What follows belongs to an exercise in optimizing a design on an open flow for small area, a short achievable clock period and few clock cycles per item; a production flow would make more cautious choices.
Only simulation tests tie the RTL to the original design; equivalence was not proved.
Power and IR drop assume default switching activity.

**flow/run.sh**
```bash
#!/bin/bash
# synth_recipe.tcl (not shown) runs the flow's synth.tcl, then flattens the netlist and writes it again
# the make line also repeats each setting of config.mk as NAME=value (left out here)
make -C /OpenROAD-flow-scripts/flow DESIGN_CONFIG=/design/flow/config.mk WORK_HOME=/design/flow/orfs CLKGATE_MAP_FILE= SYNTH_SCRIPT=/design/flow/synth_recipe.tcl finish
```
**flow/config.mk**
```make
export PLATFORM = sky130hd
export DESIGN_NAME = legv8_core
export DESIGN_NICKNAME = legv8_core
export VERILOG_FILES = /design/flow/design.v
export SDC_FILE = /design/flow/constraint.sdc
export NUM_CORES = 4
export LEC_CHECK = 0
export CAP_MARGIN = 20
export CORE_MARGIN = 2
export CORE_UTILIZATION = 45
export CTS_CLUSTER_DIAMETER = 100
export CTS_CLUSTER_SIZE = 24
export GPL_ROUTABILITY_DRIVEN = 1
export PLACE_DENSITY = 0.6
export SETUP_SLACK_MARGIN = 3.8
export SLEW_MARGIN = 20
```
**flow/constraint.sdc**
```tcl
create_clock -name core_clock -period 7.5 [get_ports {CLOCK}]
set_input_delay 1.5000 -clock core_clock [delete_from_list [all_inputs] [get_ports {CLOCK}]]
set_output_delay 1.5000 -clock core_clock [all_outputs]
set_load 0.01 [all_outputs]
```
**flow/design.v**
```verilog
package legv8_pkg;
  typedef enum logic [10:0] {
    OP_ADD  = 11'b10001011000,
    OP_SUB  = 11'b11001011000,
    OP_AND  = 11'b10001010000,
    OP_ORR  = 11'b10101010000,
    OP_LDUR = 11'b11111000010,
    OP_STUR = 11'b11111000000
  } opcode_e;
  typedef enum logic [1:0] {
    ALU_ADD,
    ALU_SUB,
    ALU_AND,
    ALU_ORR
  } alu_op_e;
  typedef struct packed {
    alu_op_e alu_op;
    logic    alu_src;     
    logic    mem_read;
    logic    mem_write;
    logic    reg_write;   
    logic    use_rn;      
    logic    use_rm;      
  } ctrl_t;
endpackage
`timescale 1ns/1ps
module legv8_decoder (
  input  logic [32-1:0]    instr,
  output legv8_pkg::ctrl_t             ctrl,
  output logic [5-1:0] rn,
  output logic [5-1:0] rm,
  output logic [5-1:0] rd,
  output logic [9-1:0]      imm
);
  logic [10:0] opcode;
  logic        rd_live;
  assign opcode   = instr[32-1 -: 11];
  assign rd_live  = (instr[4:0] != 31);
  assign rn  = instr[9:5];
  assign rd  = instr[4:0];                               
  assign rm  = instr[28] ? instr[4:0] : instr[20:16];
  assign imm = instr[12 +: 9];
  always_comb begin
    ctrl        = '0;
    ctrl.alu_op = legv8_pkg::ALU_ADD;
    case (opcode)
      legv8_pkg::OP_ADD: begin
        ctrl.reg_write = rd_live;
        ctrl.use_rn    = 1'b1;
        ctrl.use_rm    = 1'b1;
      end
      legv8_pkg::OP_SUB: begin
        ctrl.alu_op    = legv8_pkg::ALU_SUB;
        ctrl.reg_write = rd_live;
        ctrl.use_rn    = 1'b1;
        ctrl.use_rm    = 1'b1;
      end
      legv8_pkg::OP_AND: begin
        ctrl.alu_op    = legv8_pkg::ALU_AND;
        ctrl.reg_write = rd_live;
        ctrl.use_rn    = 1'b1;
        ctrl.use_rm    = 1'b1;
      end
      legv8_pkg::OP_ORR: begin
        ctrl.alu_op    = legv8_pkg::ALU_ORR;
        ctrl.reg_write = rd_live;
        ctrl.use_rn    = 1'b1;
        ctrl.use_rm    = 1'b1;
      end
      legv8_pkg::OP_LDUR: begin
        ctrl.alu_src   = 1'b1;    
        ctrl.mem_read  = 1'b1;
        ctrl.reg_write = rd_live;
        ctrl.use_rn    = 1'b1;
      end
      legv8_pkg::OP_STUR: begin
        ctrl.alu_src   = 1'b1;
        ctrl.mem_write = 1'b1;
        ctrl.use_rn    = 1'b1;
      end
      default: begin
        ctrl = '0;                
      end
    endcase
  end
endmodule
`timescale 1ns/1ps
module legv8_regfile (
  input  logic                         CLOCK,
  input  logic                         rst_n,
  input  logic [5-1:0] rn,
  input  logic [5-1:0] rm,
  input  logic [32-2:0]  rn_onehot,    
  input  logic [32-2:0]  rm_onehot,
  output logic [64-1:0]       rn_data,
  output logic [64-1:0]       rm_data,
  input  logic                         wr_en,      
  input  logic [5-1:0] wr_rd,
  input  logic [64-1:0]       wr_data
);
  localparam int N = 32 - 1;    
  logic [64-1:0] regs [N];
  logic [N-1:0]           valid;
  logic [N-1:0]           wr_sel;
  logic [N-1:0]           rn_sel;
  logic [N-1:0]           rm_sel;
  logic                   rn_byp;
  logic                   rm_byp;
  always_comb begin
    for (int i = 0; i < N; i++) begin
      wr_sel[i] = wr_en && (wr_rd == i[5-1:0]);
    end
  end
  always_ff @(posedge CLOCK or negedge rst_n) begin
    if (!rst_n) begin
      valid <= '0;
    end else begin
      valid <= valid | wr_sel;
    end
  end
  always_ff @(posedge CLOCK) begin
    for (int i = 0; i < N; i++) begin
      if (wr_sel[i]) regs[i] <= wr_data;
    end
  end
  assign rn_byp = wr_en && (wr_rd == rn);
  assign rm_byp = wr_en && (wr_rd == rm);
  always_comb begin
    for (int i = 0; i < N; i++) begin
      rn_sel[i] = valid[i] && rn_onehot[i];
      rm_sel[i] = valid[i] && rm_onehot[i];
    end
  end
  logic [64-1:0] rn_read;
  logic [64-1:0] rm_read;
  always_comb begin
    rn_read = '0;
    rm_read = '0;
    for (int i = 0; i < N; i++) begin
      rn_read = rn_read | (regs[i] & {64{rn_sel[i]}});
      rm_read = rm_read | (regs[i] & {64{rm_sel[i]}});
    end
  end
  assign rn_data = rn_byp ? wr_data : rn_read;
  assign rm_data = rm_byp ? wr_data : rm_read;
endmodule
`timescale 1ns/1ps
module legv8_hazard_unit (
  input  logic                         id_use_rn,
  input  logic                         id_use_rm,
  input  logic                         id_store,
  input  logic [5-1:0] id_rn,
  input  logic [5-1:0] id_rm,
  input  logic [5-1:0] ex_rd,
  input  logic                         ex_reg_write,
  input  logic                         ex_mem_read,
  output logic                         stall,
  output logic                         fwd_a,      
  output logic                         fwd_b,      
  output logic                         fwd_ld      
);
  logic hit_rn;
  logic hit_rm;
  assign hit_rn = ex_reg_write && (ex_rd == id_rn);
  assign hit_rm = ex_reg_write && (ex_rd == id_rm);
  assign stall  = ex_mem_read && ((id_use_rn && hit_rn) || (id_use_rm && hit_rm));
  assign fwd_a  = !ex_mem_read && hit_rn;
  assign fwd_b  = !ex_mem_read && hit_rm;
  assign fwd_ld = ex_mem_read && id_store && hit_rm;
endmodule
`timescale 1ns/1ps
module legv8_execute (
  input  logic                       sub,         
  input  logic                       logic_op,    
  input  logic                       and_op,      
  input  logic                       inv_next,    
  input  logic [64-1:0]     op_a,
  input  logic [64-1:0]     op_b,
  output logic [64-1:0]     alu_result,
  output logic [64-1:0]     result_inv
);
  localparam int W = 64;
  logic [W-1:0] g [7];
  logic [W-1:0] p [7];
  logic [W-1:0] carry;
  logic [W-1:0] bits;
  logic [W-1:0] x0;
  logic [W-1:0] x1;
  always_comb begin
    g[0] = op_a & op_b;
    p[0] = op_a ^ op_b;
    for (int l = 0; l < 6; l++) begin
      for (int i = 0; i < W; i++) begin
        if (i >= (1 << l)) begin
          g[l+1][i] = g[l][i] | (p[l][i] & g[l][i - (1 << l)]);
          p[l+1][i] = p[l][i] & p[l][i - (1 << l)];
        end else begin
          g[l+1][i] = g[l][i];
          p[l+1][i] = p[l][i];
        end
      end
    end
    carry[0] = sub;
    for (int i = 1; i < W; i++) begin
      carry[i] = g[6][i-1] | (p[6][i-1] & sub);
    end
  end
  assign bits = and_op ? (op_a & op_b) : (op_a | op_b);
  assign x0   = logic_op ? bits : p[0];
  assign x1   = logic_op ? bits : ~p[0];
  always_comb begin
    for (int i = 0; i < W; i++) begin
      alu_result[i] = carry[i] ? x1[i] : x0[i];
      result_inv[i] = carry[i] ? (x1[i] ^ inv_next) : (x0[i] ^ inv_next);
    end
  end
endmodule
`timescale 1ns/1ps
module legv8_core (
  input  logic                         CLOCK,
  input  logic                         rst_n,
  output logic [64-1:0]       imem_addr,
  input  logic [32-1:0]    imem_data,
  output logic [64-1:0]       dmem_addr,
  output logic [64-1:0]       dmem_wdata,
  output logic                         dmem_we,
  output logic                         dmem_re,
  input  logic [64-1:0]       dmem_rdata,
  output logic                         wb_valid,
  output logic [5-1:0] wb_rd,
  output logic [64-1:0]       wb_data
);
  logic [64-1:0]       pc;
  legv8_pkg::ctrl_t             dec_ctrl;
  logic [5-1:0] dec_rn;
  logic [5-1:0] dec_rm;
  logic [5-1:0] dec_rd;
  logic [9-1:0]      dec_imm;
  logic [64-1:0]       rn_data;
  logic [64-1:0]       rm_data;
  logic                         stall;
  logic                         fwd_a_next;
  logic                         fwd_b_next;
  logic                         fwd_ld_next;
  logic [64-1:0]       alu_result;
  logic [64-1:0]       result_inv;
  logic [64-1:0]       store_data;
  logic [64-1:0]       wb_value;
  logic                         ex_mem_read;
  logic                         ex_mem_write;
  logic                         ex_reg_write;
  logic [5-1:0] ex_rd;
  logic                         ex_sub;
  logic                         ex_logic_op;
  logic                         ex_and_op;
  logic                         ex_fwd_ld;
  logic [64-1:0]       ex_op_a;
  logic [64-1:0]       ex_op_b;
  logic [64-1:0]       ex_st_data;
  logic                         mem_mem_read;
  logic                         mem_mem_write;
  logic                         mem_reg_write;
  logic [5-1:0] mem_rd;
  logic [64-1:0]       mem_alu_result;
  logic [64-1:0]       mem_store_data;
  logic [32-1:0]      id_instr;
  logic [32-2:0]    id_rn_onehot;
  logic [32-2:0]    id_rm_onehot;
  logic [5-1:0]   if_rm;
  assign if_rm = imem_data[28] ? imem_data[4:0] : imem_data[20:16];
  always_ff @(posedge CLOCK or negedge rst_n) begin
    if (!rst_n) begin
      pc                 <= '0;
      id_instr[31:21]    <= '0;             
    end else if (!stall) begin
      pc                 <= pc + 4;
      id_instr[31:21]    <= imem_data[31:21];
    end
  end
  always_ff @(posedge CLOCK) begin
    if (!stall) begin
      id_instr[20:0] <= imem_data[20:0];
      for (int i = 0; i < 32 - 1; i++) begin
        id_rn_onehot[i] <= (imem_data[9:5] == i[5-1:0]);
        id_rm_onehot[i] <= (if_rm == i[5-1:0]);
      end
    end
  end
  assign imem_addr = pc;
  legv8_decoder u_decoder (
    .instr (id_instr),
    .ctrl  (dec_ctrl),
    .rn    (dec_rn),
    .rm    (dec_rm),
    .rd    (dec_rd),
    .imm   (dec_imm)
  );
  legv8_regfile u_regfile (
    .CLOCK     (CLOCK),
    .rst_n     (rst_n),
    .rn        (dec_rn),
    .rm        (dec_rm),
    .rn_onehot (id_rn_onehot),
    .rm_onehot (id_rm_onehot),
    .rn_data   (rn_data),
    .rm_data   (rm_data),
    .wr_en     (mem_reg_write),
    .wr_rd     (mem_rd),
    .wr_data   (wb_value)
  );
  legv8_hazard_unit u_hazard (
    .id_use_rn    (dec_ctrl.use_rn),
    .id_use_rm    (dec_ctrl.use_rm),
    .id_store     (dec_ctrl.mem_write),
    .id_rn        (dec_rn),
    .id_rm        (dec_rm),
    .ex_rd        (ex_rd),
    .ex_reg_write (ex_reg_write),
    .ex_mem_read  (ex_mem_read),
    .stall        (stall),
    .fwd_a        (fwd_a_next),
    .fwd_b        (fwd_b_next),
    .fwd_ld       (fwd_ld_next)
  );
  always_ff @(posedge CLOCK or negedge rst_n) begin
    if (!rst_n) begin
      ex_mem_read  <= 1'b0;
      ex_mem_write <= 1'b0;
      ex_reg_write <= 1'b0;
    end else begin
      ex_mem_read  <= dec_ctrl.mem_read  && !stall;    
      ex_mem_write <= dec_ctrl.mem_write && !stall;
      ex_reg_write <= dec_ctrl.reg_write && !stall;
    end
  end
  logic                   dec_sub;
  logic [64-1:0] a_val;
  logic [64-1:0] b_val;
  assign dec_sub = (dec_ctrl.alu_op == legv8_pkg::ALU_SUB);
  assign a_val   = fwd_a_next ? alu_result : rn_data;
  assign b_val   = fwd_b_next ? alu_result : rm_data;    
  always_ff @(posedge CLOCK) begin
    ex_sub      <= dec_sub;
    ex_logic_op <= (dec_ctrl.alu_op == legv8_pkg::ALU_AND) ||
                   (dec_ctrl.alu_op == legv8_pkg::ALU_ORR);
    ex_and_op   <= (dec_ctrl.alu_op == legv8_pkg::ALU_AND);
    ex_rd       <= dec_rd;
    ex_fwd_ld   <= fwd_ld_next;
    ex_op_a     <= a_val;
    ex_op_b     <= dec_ctrl.alu_src
                 ? {{(64 - 9){dec_imm[9-1]}}, dec_imm}
                 : fwd_b_next ? result_inv : rm_data ^ {64{dec_sub}};
    ex_st_data  <= b_val;
  end
  legv8_execute u_execute (
    .sub        (ex_sub),
    .logic_op   (ex_logic_op),
    .and_op     (ex_and_op),
    .op_a       (ex_op_a),
    .inv_next   (dec_sub),
    .op_b       (ex_op_b),
    .alu_result (alu_result),
    .result_inv (result_inv)
  );
  assign store_data = ex_fwd_ld ? dmem_rdata : ex_st_data;
  always_ff @(posedge CLOCK or negedge rst_n) begin
    if (!rst_n) begin
      mem_mem_read  <= 1'b0;
      mem_mem_write <= 1'b0;
      mem_reg_write <= 1'b0;
    end else begin
      mem_mem_read  <= ex_mem_read;
      mem_mem_write <= ex_mem_write;
      mem_reg_write <= ex_reg_write;
    end
  end
  always_ff @(posedge CLOCK) begin
    mem_rd         <= ex_rd;
    mem_alu_result <= alu_result;
    mem_store_data <= store_data;
  end
  assign dmem_addr  = mem_alu_result;
  assign dmem_wdata = mem_store_data;
  assign dmem_we    = mem_mem_write;
  assign dmem_re    = mem_mem_read;
  assign wb_value = mem_mem_read ? dmem_rdata : mem_alu_result;
  always_ff @(posedge CLOCK or negedge rst_n) begin
    if (!rst_n) begin
      wb_valid <= 1'b0;
    end else begin
      wb_valid <= mem_reg_write;
    end
  end
  always_ff @(posedge CLOCK) begin
    wb_rd   <= mem_rd;
    wb_data <= wb_value;
  end
endmodule
```
==> results of run 1 <==
-- sequential cells by signal (all words and copies together), names as in the netlist, 62 cells and up --
name / count
pc: 62
u_regfile.regs: 1984
ex_op_a: 64
mem_alu_result: 64
wb_data: 64
mem_store_data: 64
ex_op_b: 64
ex_st_data: 64
-- where the power goes --
part | switching (W) | leakage, nW | internal [W] | total, W
Combinational | 0.000170 | 14.5 | 0.000105 | 0.000275
Sequential | 0.0000288 | 25.8 | 0.0153 | 0.0153
Clock | 0.00493 | 1.93 | 0.00359 | 0.00851
Total | 0.00512 | 42.3 | 0.0190 | 0.0241
-- synthesized netlist by cell type, types with 124 or more instances --
| cell | number |
|---|---|
| mux2_2 | 134 |
| ha_1 | 129 |
| nand3_1 | 177 |
| nor2_1 | 222 |
| a22oi_1 | 706 |
| clkbuf_1 | 404 |
| a21oi_1 | 124 |
| edfxtp_1 | 2065 |
| dfxtp_1 | 403 |
| buf_1 | 171 |
| nand2_1 | 236 |
| a222oi_1 | 128 |
| nand4_1 | 303 |
| o21ai_0 | 241 |
| inv_1 | 246 |
| a22o_1 | 545 |
| a221oi_1 | 546 |
| xnor2_1 | 129 |
-- cell type report --
class / count / area [sq um] / share of cell area, %
flip-flops and latches: 2579 / 72880 / 59.77
clock buffers: 211 / 3759 / 3.082
clock inverters: 19 / 280.3 / 0.2298
multi-input cells: 4476 / 33900 / 27.80
well taps: 3185 / 3985 / 3.268
repair buffers: 616 / 6100 / 5.002
inverters: 247 / 929.6 / 0.7624
diodes: 40 / 100.1 / 0.08209
-- repair_timing --
| action | CTS | global route |
|---|---|---|
| setup buffers | 15 | 29 |
| endpoints found under the setup margin | 145 | 391 |
| gates resized for setup | 46 | 81 |
| pin swaps | 12 | 17 |
| gates cloned | 2 | 4 |
-- layer usage --
| layer | wire length, microns | track usage (%) |
|---|---|---|
| met1 | 177300 | 51.58 |
| met2 | 215000 | 58.39 |
| met3 | 102200 | 21.30 |
| met4 | 48580 | 28.30 |
| met5 | 249 | 0.2510 |
-- kinds of logic after synthesis --
| group | count (synthesis) | synth area share (%) |
|---|---|---|
| AO/OA/AOI/OAI | 2609 | 18.80 |
| multiplexers | 191 | 1.909 |
| other | 1 | 0.003438 |
| buffers and inverters | 853 | 2.988 |
| AND/OR/NAND/NOR | 1367 | 6.642 |
| adder cells (fa/ha/maj) | 129 | 1.480 |
| flip-flops | 2579 | 66.79 |
| XOR/XNOR | 172 | 1.381 |
-- worst max-delay path, cell delays in order (launching register included) --
cell,delay (ns)
dfrtp_1,0.68
and2_4,0.45
buf_12,0.27
a22oi_1,0.31
nand4_1,0.14
nor3_1,0.22
nand4_1,0.78
o211ai_1,0.60
o21ai_0,0.15
-- metrics by stage --
step                worst slack (ns)  power (W)
floorplan                      3.326    0.01571
global placement               3.042    0.01587
detailed placement             3.043    0.01587
CTS                            3.652    0.02398
global route                   3.594    0.02450
finish                         3.564    0.02409
-- path summary, 6_finish.rpt --
kind	to	slack [ns]	depth (start not counted)
max reg2reg	ex_op_a[57]	3.56	8
max	ex_op_a[57]	3.56	8
max in group asynchronous	mem_mem_read	5.47	2
min	mem_mem_write	0.38	0
min in group asynchronous	u_regfile.valid[11]	0.74	1
min reg2reg	mem_mem_write	0.38	0
==> impl_metrics.py, run 1 <==
metrics = {
    "outcome": {
        "status": "complete, no violations",
    },
    "floorplanning": {
        "die-width_microns": 496.3,
        "pin_count": 362,
        "fp.dieH_microns": 496.3,
        "dieArea_sq_mm": 0.2463,
        "start_util_pct": 45.31,
        "row_count": 180,
        "fp.coreArea_sq_mm": 0.2408,
    },
    "yosys": {
        "syn_avg_cell_area_sq_um": 13.81,
        "yosys_warnings": 7,
        "synth_edf_count": 2065,
        "ys_seq_area_share_pct": 66.79,
        "synth_area_sq_mm": 0.1091,
        "netlist_top_cells_area": "edfxtp_1, dfxtp_1, a22oi_1",
        "synth-main-ff-cell": "edfxtp_1",
        "yosysTopAreaCell": "edfxtp_1",
        "synthArstFlopShare_pct": 4.304,
        "ys_types": 101,
        "synth_top_area_share_pct": 56.85,
        "synth_cells": 7901,
        "ys_seq_elements": 2579,
    },
    "grt": {
        "grt_max_degree": 88,
        "grt_pass1_vias": 82560,
        "grt_use_total_pct": 42.28,
        "grt_pass1_wl_mm": 710.5,
        "grt-ovfl-total": 0,
        "grt_antenna_before_repair": 44,
    },
    "sta": {
        "fin_setup_tns_ns": 0,
        "finClkSkew_ns": 0.04117,
        "setup_viol": 0,
        "fin_crit_ns": 3.936,
        "post-route-period-util_pct": 52.48,
        "relSlewSlack_pct": 12.18,
        "tightest_slew_ns": 1.317,
        "finalMaxSlewViolations": 0,
        "rsz0062_at_grt": "true",
        "fmax_ghz": 0.2541,
        "whs_ns": 0.3752,
        "hold_viol_final": 0,
    },
    "cells_and_area": {
        "postLayoutCellArea_sq_mm": 0.1219,
        "final_core_util_pct": 50.65,
        "nNetsFinal": 8279,
        "nFillCells": 20110,
        "final_common_cell": "edfxtp_1",
        "area_delta_synth_final_pct": 11.79,
        "instances_no_fill": 11370,
        "final_cell_mix": "edfxtp_1, a22oi_1, a22o_1, a221oi_1, dfxtp_1",
        "drive_above_1_share_pct": 9.867,
    },
    "critical_path": {
        "worstPathRequired_ns": 8.21,
        "regToRegStartpoint": "u_regfile.valid[24]",
        "critPathMaxFanout": 50,
        "arrival_ns": 4.65,
        "start_kind": "register",
        "end_kind": "register",
        "cp-startpoint": "u_regfile.valid[24]",
        "critPathKind": "register to register",
    },
    "clocking": {
        "cts_tree": "yes",
        "path_clk_slew_ns": 0.09,
        "cts_root_buf": "clkbuf_16",
        "cts_sinks": 2579,
        "cts_hold_buffers": 0,
        "cts_buffer_depth": 3,
        "h-tree-depth": 4,
        "clock_latency_ns": 0.88,
        "numCtsBuffers": 132,
    },
    "hold_path": {
        "hp-class": "register to register",
        "min-delay-start": "ex_mem_write",
    },
    "power_and_ir_drop": {
        "ir_drop_mv": 0.2064,
        "p_leak_nw": 42.26,
        "powerDensity_mw_per_mm2": 197.6,
    },
    "placement": {
        "place_area_sq_mm": 0.1168,
        "dpl.hpwl_mm": 294.3,
        "dpl.cell_count": 11050,
        "place.gp.congestion": 0.9692,
        "io_buffer_count": 357,
    },
    "drt": {
        "firstDrtPassIters": 17,
        "wl_per_cell_microns": 47.77,
        "drt_iter0_markers": 22220,
        "drc_errors": 0,
        "wirelength_mm": 543.3,
        "vias_per_cell": 7.965,
        "num_vias": 90580,
        "ant_nets": 0,
    },
    "flow_run": {
        "cap_violations": 0,
    },
}
Testbench counts, summed over its fixed seeds: cycles 16,993, instrs 16,000.
==> inputs of run 2 (changes only) <==
--- a/flow/design.v
+++ b/flow/design.v
@@ -88,10 +88,10 @@
 module legv8_regfile (
   input  logic                         CLOCK,
   input  logic                         rst_n,
-  input  logic [5-1:0] rn,
-  input  logic [5-1:0] rm,
   input  logic [32-2:0]  rn_onehot,    
   input  logic [32-2:0]  rm_onehot,
+  input  logic                         rn_byp,       
+  input  logic                         rm_byp,
   output logic [64-1:0]       rn_data,
   output logic [64-1:0]       rm_data,
   input  logic                         wr_en,      
@@ -104,8 +104,6 @@
   logic [N-1:0]           wr_sel;
   logic [N-1:0]           rn_sel;
   logic [N-1:0]           rm_sel;
-  logic                   rn_byp;
-  logic                   rm_byp;
   always_comb begin
     for (int i = 0; i < N; i++) begin
       wr_sel[i] = wr_en && (wr_rd == i[5-1:0]);
@@ -123,8 +121,6 @@
       if (wr_sel[i]) regs[i] <= wr_data;
     end
   end
-  assign rn_byp = wr_en && (wr_rd == rn);
-  assign rm_byp = wr_en && (wr_rd == rm);
   always_comb begin
     for (int i = 0; i < N; i++) begin
       rn_sel[i] = valid[i] && rn_onehot[i];
@@ -146,27 +142,49 @@
 endmodule
 `timescale 1ns/1ps
 module legv8_hazard_unit (
-  input  logic                         id_use_rn,
-  input  logic                         id_use_rm,
+  input  logic                         CLOCK,
+  input  logic                         rst_n,
+  input  logic                         if_use_rn,
+  input  logic                         if_use_rm,
+  input  logic [5-1:0] if_rn,
+  input  logic [5-1:0] if_rm,
   input  logic                         id_store,
-  input  logic [5-1:0] id_rn,
   input  logic [5-1:0] id_rm,
+  input  logic [5-1:0] id_rd,
+  input  logic                         id_reg_write,
+  input  logic                         id_mem_read,
   input  logic [5-1:0] ex_rd,
   input  logic                         ex_reg_write,
   input  logic                         ex_mem_read,
+  output logic                         stall_next,
   output logic                         stall,
   output logic                         fwd_a,      
   output logic                         fwd_b,      
+  output logic                         byp_a,      
+  output logic                         byp_b,      
   output logic                         fwd_ld      
 );
   logic hit_rn;
   logic hit_rm;
-  assign hit_rn = ex_reg_write && (ex_rd == id_rn);
-  assign hit_rm = ex_reg_write && (ex_rd == id_rm);
-  assign stall  = ex_mem_read && ((id_use_rn && hit_rn) || (id_use_rm && hit_rm));
-  assign fwd_a  = !ex_mem_read && hit_rn;
-  assign fwd_b  = !ex_mem_read && hit_rm;
-  assign fwd_ld = ex_mem_read && id_store && hit_rm;
+  assign hit_rn = !stall && id_reg_write && (id_rd == if_rn);
+  assign hit_rm = !stall && id_reg_write && (id_rd == if_rm);
+  assign stall_next = id_mem_read && ((if_use_rn && hit_rn) || (if_use_rm && hit_rm));
+  always_ff @(posedge CLOCK or negedge rst_n) begin
+    if (!rst_n) begin
+      stall <= 1'b0;
+      fwd_a <= 1'b0;
+      fwd_b <= 1'b0;
+      byp_a <= 1'b0;
+      byp_b <= 1'b0;
+    end else begin
+      stall <= stall_next;
+      fwd_a <= !id_mem_read && hit_rn;
+      fwd_b <= !id_mem_read && hit_rm;
+      byp_a <= ex_reg_write && (ex_rd == if_rn);
+      byp_b <= ex_reg_write && (ex_rd == if_rm);
+    end
+  end
+  assign fwd_ld = ex_mem_read && id_store && ex_reg_write && (ex_rd == id_rm);
 endmodule
 `timescale 1ns/1ps
 module legv8_execute (
@@ -239,6 +257,7 @@
   logic [64-1:0]       rn_data;
   logic [64-1:0]       rm_data;
   logic                         stall;
+  logic                         stall_next;
   logic                         fwd_a_next;
   logic                         fwd_b_next;
   logic                         fwd_ld_next;
@@ -270,20 +289,26 @@
   assign if_rm = imem_data[28] ? imem_data[4:0] : imem_data[20:16];
   always_ff @(posedge CLOCK or negedge rst_n) begin
     if (!rst_n) begin
-      pc                 <= '0;
-      id_instr[31:21]    <= '0;             
-    end else if (!stall) begin
-      pc                 <= pc + 4;
-      id_instr[31:21]    <= imem_data[31:21];
+      pc <= '0;
+    end else if (!stall_next) begin
+      pc <= pc + 4;
     end
   end
+  logic [10:0] id_opcode;
+  logic [20:0] id_fields;
+  always_ff @(posedge CLOCK or negedge rst_n) begin
+    if (!rst_n) begin
+      id_opcode <= '0;                      
+    end else begin
+      id_opcode <= imem_data[31:21];
+    end
+  end
+  assign id_instr = {id_opcode, id_fields};
   always_ff @(posedge CLOCK) begin
-    if (!stall) begin
-      id_instr[20:0] <= imem_data[20:0];
-      for (int i = 0; i < 32 - 1; i++) begin
-        id_rn_onehot[i] <= (imem_data[9:5] == i[5-1:0]);
-        id_rm_onehot[i] <= (if_rm == i[5-1:0]);
-      end
+    id_fields <= imem_data[20:0];
+    for (int i = 0; i < 32 - 1; i++) begin
+      id_rn_onehot[i] <= (imem_data[9:5] == i[5-1:0]);
+      id_rm_onehot[i] <= (if_rm == i[5-1:0]);
     end
   end
   assign imem_addr = pc;
@@ -298,28 +323,52 @@
   legv8_regfile u_regfile (
     .CLOCK     (CLOCK),
     .rst_n     (rst_n),
-    .rn        (dec_rn),
-    .rm        (dec_rm),
     .rn_onehot (id_rn_onehot),
     .rm_onehot (id_rm_onehot),
+    .rn_byp    (byp_a),
+    .rm_byp    (byp_b),
     .rn_data   (rn_data),
     .rm_data   (rm_data),
     .wr_en     (mem_reg_write),
     .wr_rd     (mem_rd),
     .wr_data   (wb_value)
   );
+  legv8_pkg::ctrl_t             if_ctrl;
+  logic [5-1:0] if_rn_unused;
+  logic [5-1:0] if_rm_unused;
+  logic [5-1:0] if_rd_unused;
+  logic [9-1:0]      if_imm_unused;
+  logic                         byp_a;
+  logic                         byp_b;
+  legv8_decoder u_if_decoder (
+    .instr (imem_data),
+    .ctrl  (if_ctrl),
+    .rn    (if_rn_unused),
+    .rm    (if_rm_unused),
+    .rd    (if_rd_unused),
+    .imm   (if_imm_unused)
+  );
   legv8_hazard_unit u_hazard (
-    .id_use_rn    (dec_ctrl.use_rn),
-    .id_use_rm    (dec_ctrl.use_rm),
+    .CLOCK        (CLOCK),
+    .rst_n        (rst_n),
+    .if_use_rn    (if_ctrl.use_rn),
+    .if_use_rm    (if_ctrl.use_rm),
+    .if_rn        (imem_data[9:5]),
+    .if_rm        (if_rm),
     .id_store     (dec_ctrl.mem_write),
-    .id_rn        (dec_rn),
     .id_rm        (dec_rm),
+    .id_rd        (dec_rd),
+    .id_reg_write (dec_ctrl.reg_write),
+    .id_mem_read  (dec_ctrl.mem_read),
     .ex_rd        (ex_rd),
     .ex_reg_write (ex_reg_write),
     .ex_mem_read  (ex_mem_read),
+    .stall_next   (stall_next),
     .stall        (stall),
     .fwd_a        (fwd_a_next),
     .fwd_b        (fwd_b_next),
+    .byp_a        (byp_a),
+    .byp_b        (byp_b),
     .fwd_ld       (fwd_ld_next)
   );
   always_ff @(posedge CLOCK or negedge rst_n) begin
--- a/flow/config.mk
+++ b/flow/config.mk
@@ -7,10 +7,10 @@
 export LEC_CHECK = 0
 export CAP_MARGIN = 20
 export CORE_MARGIN = 2
-export CORE_UTILIZATION = 45
+export CORE_UTILIZATION = 35
 export CTS_CLUSTER_DIAMETER = 100
 export CTS_CLUSTER_SIZE = 24
 export GPL_ROUTABILITY_DRIVEN = 1
-export PLACE_DENSITY = 0.6
-export SETUP_SLACK_MARGIN = 3.8
+export PLACE_DENSITY = 0.5
+export SETUP_SLACK_MARGIN = 4.2
 export SLEW_MARGIN = 20
==> impl_metrics.py, run 2 <==
metrics = {
    "clocking": {
        "cts_hold_buffers": 0,
        "cts_root_buf": "clkbuf_16",
        "cts_sinks": 2579,
        "cts_buffer_depth": 4,
        "path_clk_slew_ns": 0.08,
        "numCtsBuffers": 139,
        "cts_tree": "yes",
        "h-tree-depth": 4,
        "clock_latency_ns": 0.91,
    },
    "floorplanning": {
        "dieArea_sq_mm": 0.3143,
        "fp.coreArea_sq_mm": 0.3086,
        "row_count": 204,
        "die-width_microns": 560.7,
        "pin_count": 362,
        "fp.dieH_microns": 560.7,
        "start_util_pct": 35.14,
    },
    "grt": {
        "grt_use_total_pct": 37.09,
        "grt_max_degree": 66,
        "grt_pass1_vias": 84610,
        "grt_antenna_before_repair": 63,
        "grt-ovfl-total": 0,
        "grt_pass1_wl_mm": 789.6,
    },
    "yosys": {
        "synth_top_family_by_area": "compound AO/OA/AOI/OAI gates",
        "synth_common_cells": "edfxtp_1, a22oi_1, a22o_1",
        "yosysTopAreaCell": "edfxtp_1",
        "synth_top_area_share_pct": 54.93,
        "netlist_top_cells_area": "edfxtp_1, dfxtp_1, a22oi_1",
        "yosys_warnings": 8,
        "synth_edf_count": 1984,
        "synthSimpleGateAreaFrac_pct": 6.497,
        "synth_cells": 8076,
        "syn_avg_cell_area_sq_um": 13.43,
        "ys_seq_elements": 2579,
        "synth_xor_area_share_pct": 1.470,
        "synth_compound_area_share_pct": 19.18,
        "synthMuxAreaShare_pct": 1.923,
        "synth.most_common_cell": "edfxtp_1",
        "synth_area_sq_mm": 0.1085,
        "ys_seq_area_share_pct": 66.45,
        "synth-main-ff-cell": "edfxtp_1",
        "synthAdderAreaFrac_pct": 1.488,
        "ys_types": 75,
        "synthArstFlopShare_pct": 4.498,
    },
    "sta": {
        "setup_viol": 0,
        "hold_viol_final": 0,
        "finalMaxSlewViolations": 0,
        "finClkSkew_ns": 0.05508,
        "whs_ns": 0.3592,
        "fmax_ghz": 0.2713,
        "post-route-period-util_pct": 49.15,
        "relSlewSlack_pct": 11.07,
        "fin_setup_tns_ns": 0,
        "fin_crit_ns": 3.687,
        "tightest_slew_ns": 1.331,
        "rsz0062_at_grt": "true",
    },
    "placement": {
        "io_buffer_count": 357,
        "place.gp.congestion": 0.9492,
        "dpl.hpwl_mm": 320.2,
    },
    "critical_path": {
        "end_kind": "register",
        "cp_cell_sequence": "buf_4 > buf_12 > mux2i_2 > inv_1",
        "start_kind": "register",
        "worstPathRequired_ns": 7.91,
        "critPathMaxFanout": 55,
        "arrival_ns": 4.10,
        "critPathKind": "register to register",
        "critPathSlowestCell": "mux2i_2",
        "crit_buf_inv": 3,
        "crit_family": "buffers and inverters",
        "critPathMaxStageDelay_ns": 1.06,
    },
    "drt": {
        "ant_nets": 0,
        "wirelength_mm": 618.2,
        "wl_per_cell_microns": 48.39,
        "firstDrtPassIters": 8,
        "vias_per_cell": 7.234,
        "drt_iter0_markers": 20250,
        "drc_errors": 0,
        "num_vias": 92420,
    },
    "cells_and_area": {
        "top_register": "u_regfile.regs",
        "final_common_cell": "edfxtp_1",
        "final_cell_mix": "edfxtp_1, a22oi_1, a22o_1, a221oi_1, dfxtp_1",
        "regArea_sq_mm": 0.07223,
        "largest_reg_flops": 1984,
        "nNetsFinal": 8734,
        "area_delta_synth_final_pct": 18.11,
        "multi_input_area_sq_mm": 0.03618,
        "nFillCells": 28350,
        "drive_above_1_share_pct": 15.93,
    },
    "power_and_ir_drop": {
        "ir_drop_mv": 0.1454,
        "powerDensity_mw_per_mm2": 192.3,
        "p_leak_nw": 42.43,
    },
    "flow_run": {
        "cap_violations": 0,
    },
    "outcome": {
        "status": "complete, no violations",
    },
    "hold_path": {
        "hp-class": "register to register",
    },
}
-- run 2: final cells by class --
type	count	area share (%)
Timing Repair inverter	1	0.005861
Clock buffer	211	3.060
Multi-Input combinational cell	4658	28.24
Clock inverter	28	0.3116
Sequential cell	2579	56.39
Inverter	258	0.7668
Timing Repair Buffer	870	7.099
Antenna cell	52	0.1016
Tap cell	4120	4.024
-- run 2: cells by family (layout without fill, tap and decap cells) --
logic type                 after synthesis  count (layout)
other                                    1              54
muxes                                  196             196
adders and majority gates              129             129
xor gates and xnor gates               182             182
and+or+nand+nor                       1380            1396
DFF                                   2579            2579
buffers and inverters                  856            1368
AOI/OAI and AO/OA                     2753            2753
-- run 2: worst paths after layout --
path                       depth (start not counted)                      to  slack (ns)    startpoint
hold / removal                                     0           mem_mem_write        0.36  ex_mem_write
max in group asynchronous                          2          u_hazard.fwd_b        5.84         rst_n
setup reg to reg                                   4  u_regfile.regs[26][18]        3.81  mem_mem_read
setup / recovery                                   4  u_regfile.regs[26][18]        3.81  mem_mem_read
hold reg to reg                                    0           mem_mem_write        0.36  ex_mem_write
min in group asynchronous                          1                  pc[54]        0.54         rst_n
-- run 2: timing repair --
item                       CTS  global route
hold endpoints to repair     0             0
resized for setup          569           276
pin swaps                   65            96
setup endpoints to repair  546           462
cloned                      25            16
buffers inserted           142            93
-- run 2: through the flow --
step                      std cells  total power, W  area [sq um]  utilization (%)  setup slack, ns
after floorplan                8077         0.01571        108600                -            3.506
after global placement        12210         0.01592        118300            38.33            2.352
after detailed placement      12210         0.01592        118300            38.34            2.290
after CTS                     12610         0.02458        125500            40.68            4.039
after global routing          12740         0.02506        128000            41.48            3.961
final                         12780         0.02463        128100            41.51            3.813
-- run 2: per-layer routing --
layer / GRT usage (%) / up-vias / wire length [microns]
met1: 45.55 / 46290 / 212700
met5: 0.8133 / - / 1391
li1: - / 33470 / -
met2: 52.15 / 9882 / 248600
met4: 22.92 / 60 / 49540
met3: 17.65 / 2719 / 106000
-- run 2: power breakdown --
group          leakage (nW)  switching [W]  internal, W
sequential             21.9      0.0000432       0.0152
combinational          18.5       0.000224     0.000130
clock                  2.07        0.00520      0.00380
Testbench counts of run 2, summed over its fixed seeds: cycles 16,993, instrs 16,000.
==> inputs of run 3 (changes only) <==
--- a/flow/config.mk
+++ b/flow/config.mk
@@ -12,5 +12,5 @@
 export CTS_CLUSTER_SIZE = 24
 export GPL_ROUTABILITY_DRIVEN = 1
 export PLACE_DENSITY = 0.5
-export SETUP_SLACK_MARGIN = 4.2
+export SETUP_SLACK_MARGIN = 4.0
 export SLEW_MARGIN = 20
==> impl_metrics.py, run 3 <==
metrics = {
    "grt": {
        "grt_pass1_wl_mm": 772.3,
        "grt_pass1_vias": 83340,
        "grt-ovfl-total": 0,
        "grt_antenna_before_repair": 53,
        "grt_max_degree": 78,
        "grt_use_total_pct": 36.01,
    },
    "clocking": {
        "cts_sinks": 2579,
        "cts_root_buf": "clkbuf_16",
        "h-tree-depth": 4,
        "cts_tree": "yes",
        "numCtsBuffers": 137,
        "cts_buffer_depth": 4,
        "path_clk_slew_ns": 0.10,
        "cts_hold_buffers": 0,
        "clock_latency_ns": 0.90,
    },
    "yosys": {
        "ys_types": 75,
        "synth_edf_count": 1984,
        "yosys_warnings": 8,
        "yosysTopAreaCell": "edfxtp_1",
        "syn_avg_cell_area_sq_um": 13.43,
        "ys_seq_area_share_pct": 66.45,
        "ys_seq_elements": 2579,
        "synth_top_area_share_pct": 54.93,
        "synthArstFlopShare_pct": 4.498,
        "netlist_top_cells_area": "edfxtp_1, dfxtp_1, a22oi_1",
        "synth_cells": 8076,
        "synth-main-ff-cell": "edfxtp_1",
        "synth_area_sq_mm": 0.1085,
        "synth.most_common_cell": "edfxtp_1",
        "synth_common_cells": "edfxtp_1, a22oi_1, a22o_1",
    },
    "sta": {
        "finClkSkew_ns": 0.04571,
        "whs_ns": 0.3679,
        "post-route-period-util_pct": 49.55,
        "setup_viol": 0,
        "hold_viol_final": 0,
        "fin_setup_tns_ns": 0,
        "tightest_slew_ns": 1.268,
        "rsz0062_at_grt": "true",
        "relSlewSlack_pct": 13.83,
        "fmax_ghz": 0.2691,
        "fin_crit_ns": 3.716,
        "finalMaxSlewViolations": 0,
    },
    "power_and_ir_drop": {
        "p_leak_nw": 39.80,
        "powerDensity_mw_per_mm2": 196.0,
        "ir_drop_mv": 0.1730,
    },
    "floorplanning": {
        "pin_count": 362,
        "die-width_microns": 560.7,
        "fp.dieH_microns": 560.7,
        "row_count": 204,
        "dieArea_sq_mm": 0.3143,
        "start_util_pct": 35.14,
        "fp.coreArea_sq_mm": 0.3086,
    },
    "critical_path": {
        "critPathMaxFanout": 22,
        "worstPathRequired_ns": 8.26,
        "start_kind": "register",
        "critPathKind": "register to register",
        "end_kind": "register",
        "arrival_ns": 4.47,
    },
    "cells_and_area": {
        "area_delta_synth_final_pct": 15.30,
        "nNetsFinal": 8583,
        "largest_reg_flops": 1984,
        "postLayoutCellArea_sq_mm": 0.1250,
        "nFillCells": 28430,
        "final_common_cell": "edfxtp_1",
        "final_cell_mix": "edfxtp_1, a22oi_1, a22o_1, a221oi_1, dfxtp_1",
        "top_register": "u_regfile.regs",
        "drive_above_1_share_pct": 12.54,
        "final_core_util_pct": 40.52,
    },
    "drt": {
        "drt_iter0_markers": 19500,
        "drc_errors": 0,
        "ant_nets": 0,
        "wl_per_cell_microns": 47.46,
        "vias_per_cell": 7.178,
        "num_vias": 90490,
        "firstDrtPassIters": 8,
        "wirelength_mm": 598.3,
    },
    "flow_run": {
        "cap_violations": 0,
    },
    "hold_path": {
        "hp-class": "register to register",
    },
    "outcome": {
        "status": "complete, no violations",
    },
    "placement": {
        "place.gp.congestion": 0.9505,
        "place_area_sq_mm": 0.1184,
        "io_buffer_count": 357,
        "dpl.hpwl_mm": 332.3,
    },
}
==> run 3: cell count changes in the layout (fill, tap and decap cells not counted), moves of 20 or more <==
cell | before | now
buf_4 | 374 | 291
ha_1 | 89 | 109
dlygate4sd2_1 | 218 | 4
o21ai_0 | 165 | 188
dfxtp_1 | 418 | 454
dfxtp_2 | 47 | 18
clkdlybuf4s50_1 | 115 | 349
ha_4 | 26 | 3
==> run 3: final timing paths <==
path	start	endpoint	slack, ns	depth (start not counted)
worst max-delay path	id_rm_onehot[13]	ex_op_b[36]	3.78	12
worst min-delay path	ex_mem_write	mem_mem_write	0.37	0
worst max register to register	id_rm_onehot[13]	ex_op_b[36]	3.78	12
worst min register to register	ex_mem_write	mem_mem_write	0.37	0
max in group asynchronous	rst_n	u_hazard.byp_b	5.98	2
min in group asynchronous	rst_n	pc[54]	0.47	1
==> run 3: repair_timing <==
item | CTS | global route
pin swaps | 16 | 44
endpoints found under the setup margin | 230 | 157
buffers inserted | 27 | 61
gates resized for setup | 173 | 155
cloned | 5 | 7
==> run 3: final cells by class <==
class	count	area, sq um	area share (%)
diodes	34	85.08	0.06804
clock buffers	214	3938	3.149
clock inverters	22	270.3	0.2161
inverters	258	970.9	0.7765
multi-input cells	4650	35140	28.10
flip-flops and latches	2579	72150	57.70
well taps	4120	5155	4.123
repair buffers	730	7331	5.863
==> run 3: metrics by stage <==
step,cells,total power (W),setup slack (ns)
after detailed placement,12230,0.01592,2.318
after global routing,12580,0.02494,3.740
final,12610,0.02450,3.784
after global placement,12230,0.01592,2.327
after floorplan,8077,0.01571,3.506
after CTS,12500,0.02444,3.830
==> run 3: worst max-delay path: stages, from the launching register on <==
cell	delay [ns]
dfxtp_1	0.55
and2_4	0.41
buf_12	0.25
buf_6	0.44
a22o_1	0.24
a221oi_1	0.06
nand4_1	0.17
nor3_2	0.10
a21oi_1	0.66
xnor2_1	0.19
o21ai_0	0.10
o21ai_0	0.20
o221ai_1	0.14
==> run 3: per-layer routing <==
| layer | share of wire, % | global-route usage [%] | vias to the layer above | routed length, microns |
|---|---|---|---|---|
| met1 | 35 | 45.09 | 45450 | 210100 |
| met5 | 0.066 | 0.1355 | - | 392 |
| met3 | 16 | 15.59 | 2432 | 98450 |
| met4 | 7.5 | 20.65 | 37 | 44610 |
| li1 | - | - | 33110 | - |
| met2 | 41 | 51.59 | 9460 | 244800 |
==> run 3: kinds of logic (layout without fill, tap and decap cells) <==
family          count (synthesis)  count (layout)  synth area share [%]
mux                           196             196                 1.923
other cells                     1              36              0.003458
compound gates               2753            2753                 19.18
buf+inv                       856            1224                 2.983
simple gates                 1380            1388                 6.497
fa+ha+maj                     129             129                 1.488
flops                        2579            2579                 66.45
xor+xnor                      182             182                 1.470
==> run 3: power breakdown <==
part	total (W)	internal (W)	switching (W)
combinational	0.000336	0.000130	0.000206
sequential	0.0153	0.0152	0.0000467
clock	0.00889	0.00374	0.00514
total	0.0245	0.0191	0.00539

## static timing again, ports no longer ideal
No port has a modelled driver above. Below, the same layouts with a new extraction and two added sets of constraints. Step 1 sets driving cells, clkbuf_16 on the clock port and buf_2 on the other inputs (assumed; they add their load-dependent delay and slew). Step 2 adds t to the input delays and takes it off the output delays; t is the mean of the earliest and latest rising clock arrival at the registers after step 1. Input paths then give back, and output paths get back, about the clock's delay inside the block. a / b / c = ideal ports / drivers / drivers and shift; a / b = the first two.
run | shift t [ns] | setup slack, ns | worst data-port slew with drivers (ns)
run 1 | 0.961 | 3.564 / 3.564 / 3.490 | 0.12
run 2 | 0.996 | 3.813 / 3.813 / 3.230 | 0.10
run 3 | 0.992 | 3.784 / 3.784 / 3.092 | 0.14
After both steps every run listed still meets setup and hold. For run 3, which loses most, drivers alone change the setup slack by 0.000 ns; drivers and shift together by -0.692 ns.
